This design comes from an exercise in tuning for small area, a short achievable clock period and few clock cycles on the open sky130 flow, not from production work.
The RTL was checked by simulation tests, not by an equivalence proof against the original design.
Power figures rest on the tool's default switching activity, not on a simulated workload.

==> flow/design.v (excerpt) <==
module ansi_text_display_width_meter (
    input  logic        clk,
    input  logic        rst_n,
    input  logic        in_valid,
    output logic        in_stall,
    input  logic [7:0]  text_byte,
    input  logic        is_last,
    output logic        out_valid,
    input  logic        out_stall,
    output logic [15:0] total_bytes,
    output logic [15:0] total_display,
    output logic [15:0] line_count,
    output logic [15:0] max_line_bytes,
    output logic [15:0] max_line_display
);
    logic        out_valid_reg;
    logic        dirty;          
    logic [1:0]  phase;
    logic        line_empty;     
    logic [15:0] bt;             
    logic [15:0] dt;             
    logic [15:0] dt_save;        
    logic [15:0] lc;             
    logic [15:0] wb;             
    logic [15:0] gb;             
    logic [15:0] wd;             
    logic [15:0] gd;             
    logic [15:0] wd_save;        
    logic [15:0] gd_save;        
    logic in_lf, in_esc, in_lbrack, in_m, in_param;
    logic b_valid, b_last, is_lf, is_esc, is_lbrack, is_m, is_param;
    logic take, clr, close, stay, gb_zero, gd_zero;
    logic inc_bt, inc_dt, inc_lc, inc_wb, dec_gb, inc_wd, dec_gd;
    atdw_step u_cls (
        .text_byte (text_byte),
        .is_lf     (in_lf),
        .is_esc    (in_esc),
        .is_lbrack (in_lbrack),
        .is_m      (in_m),
        .is_param  (in_param)
    );
    assign in_stall = out_valid_reg;
    always_ff @(posedge clk or negedge rst_n)
    begin
        if (!rst_n)
            b_valid <= 1'b0;
        else if (!out_valid_reg)
            b_valid <= in_valid;
    end
    always_ff @(posedge clk)
    begin
        if (!out_valid_reg)
        begin
            b_last    <= is_last;
            is_lf     <= in_lf;
            is_esc    <= in_esc;
            is_lbrack <= in_lbrack;
            is_m      <= in_m;
            is_param  <= in_param;
        end
    end
    assign take = b_valid && !out_valid_reg;
    assign clr  = (out_valid_reg && !out_stall) || dirty;
    always_ff @(posedge clk or negedge rst_n)
    begin
        if (!rst_n)
        begin
            out_valid_reg <= 1'b0;
            dirty         <= 1'b1;
        end
        else
  ...
For scale: ~780 cells after synthesis, ~95 I/O pins, ~0.0076 sq mm of cells after synthesis.
clock: 9.0 ns
lec_check: 0
cap_margin: 20
core_margin: 2
core_utilization: 40
slew_margin: 20
standard.sh (not shown) runs the stock make flow with config.mk's settings and CLKGATE_MAP_FILE= SYNTH_SCRIPT=/design/flow/synth_recipe.tcl, a recipe that flattens the netlist after the stock synthesis.
==> flow/flow/run.sh <==
#!/bin/bash
set -o pipefail
bash standard.sh 'BUFFER_PORTS_ARGS=-buffer_cell sky130_fd_sc_hd__buf_1' 'SETUP_SLACK_MARGIN=6.2' 'CTS_ARGS=-sink_clustering_enable -repair_clock_nets -buf_list sky130_fd_sc_hd__clkbuf_8 -root_buf sky130_fd_sc_hd__clkbuf_16 -sink_clustering_size 30 -dont_use_dummy_load' 'TNS_END_PERCENT=5' finish > standard.log 2>&1
Testbench counts at the start, summed over its fixed seeds: cycles 154,188.
Change:
==> flow/flow/run.sh (replaced) <==
#!/bin/bash
set -o pipefail
bash standard.sh 'BUFFER_PORTS_ARGS=-buffer_cell sky130_fd_sc_hd__buf_1' 'SETUP_SLACK_MARGIN=6.2' 'CTS_ARGS=-sink_clustering_enable -repair_clock_nets -buf_list sky130_fd_sc_hd__clkbuf_8 -root_buf sky130_fd_sc_hd__clkbuf_16 -sink_clustering_size 30 -dont_use_dummy_load' finish > standard.log 2>&1
The changed run ran to the end with no violations.
Combinational power is higher by 4.3%.
Via count is about the same.
Power is higher by 1.0%.
Die area does not change.
Wire length barely changes.
Change:
==> flow/flow/run.sh (replaced) <==
#!/bin/bash
set -o pipefail
bash standard.sh 'BUFFER_PORTS_ARGS=-buffer_cell sky130_fd_sc_hd__buf_1' 'SETUP_SLACK_MARGIN=6.0' 'CTS_CLUSTER_SIZE=30' 'CTS_BUF_LIST=sky130_fd_sc_hd__clkbuf_8' 'CORE_UTILIZATION=65' 'PLACE_DENSITY=0.75' finish > standard.log 2>&1
Global-route usage goes up by 9.2 points.
Sequential share of layout area rose by 0.23 points.
Fmax drops by a few percent.
Clock skew shrinks by 0.013 ns.
Clock power came out higher by a quarter to a third.
Change:
==> flow/flow/run.sh (replaced) <==
#!/bin/bash
set -o pipefail
bash standard.sh 'BUFFER_PORTS_ARGS=-buffer_cell sky130_fd_sc_hd__buf_1' 'SETUP_SLACK_MARGIN=6.2' 'CTS_ARGS=-sink_clustering_enable -repair_clock_nets -buf_list sky130_fd_sc_hd__clkbuf_8 -sink_clustering_size 30 -dont_use_dummy_load' 'TNS_END_PERCENT=5' finish > standard.log 2>&1
Critical path depth does not change; clock skew is higher by 0.012 ns; via count came out lower by 2.9%; count of clock-buffer cells in the layout went down by 1; wire length rises by 5.2%; combinational power goes up by 6.7%; total power drops by 3.4%; sequential share of layout area is about the same; hold slack is worse by 0.0096 ns; design area goes up by 3.2%; synthesized area does not change.

[re-timing with driven ports]
In the flow no input, the clock included, has a driving cell. The finished layouts below were timed again as built, in two steps.
Step 1, drivers: a clkbuf_16 drives clk and a buf_2 each remaining input, both assumed.
Step 2 moves the port delays by t, midway between the first and last clock arrival at a register: inputs arrive t later, outputs are due t later. That takes back most of the time a late clock gives input paths.
a / b / c = no drivers / after step 1 / after step 2; a / b = the first two.
| run | shift t [ns] | setup WS [ns] | latest minus earliest clock arrival (ns) | worst register clock-pin slew, ns | worst data-port slew with drivers (ns) |
|---|---|---|---|---|---|
| the first run | 0.420 | 6.149 / 6.105 / 5.902 | 0.023 / 0.023 | 0.09 / 0.09 | 0.03 |
| the second run | 0.413 | 6.216 / 6.171 / 5.966 | 0.024 / 0.023 | 0.09 / 0.09 | 0.03 |
| the third run | 0.492 | 6.045 / 6.008 / 5.770 | 0.013 / 0.012 | 0.09 / 0.09 | 0.04 |
| the fourth run | 0.493 | 6.170 / 6.129 / 5.853 | 0.024 / 0.024 | 0.09 / 0.09 | 0.03 |
After both steps every run listed still meets setup and hold. The setup slack of the fourth run, which loses most, moves by -0.041 ns with the drivers and by -0.317 ns with both steps.
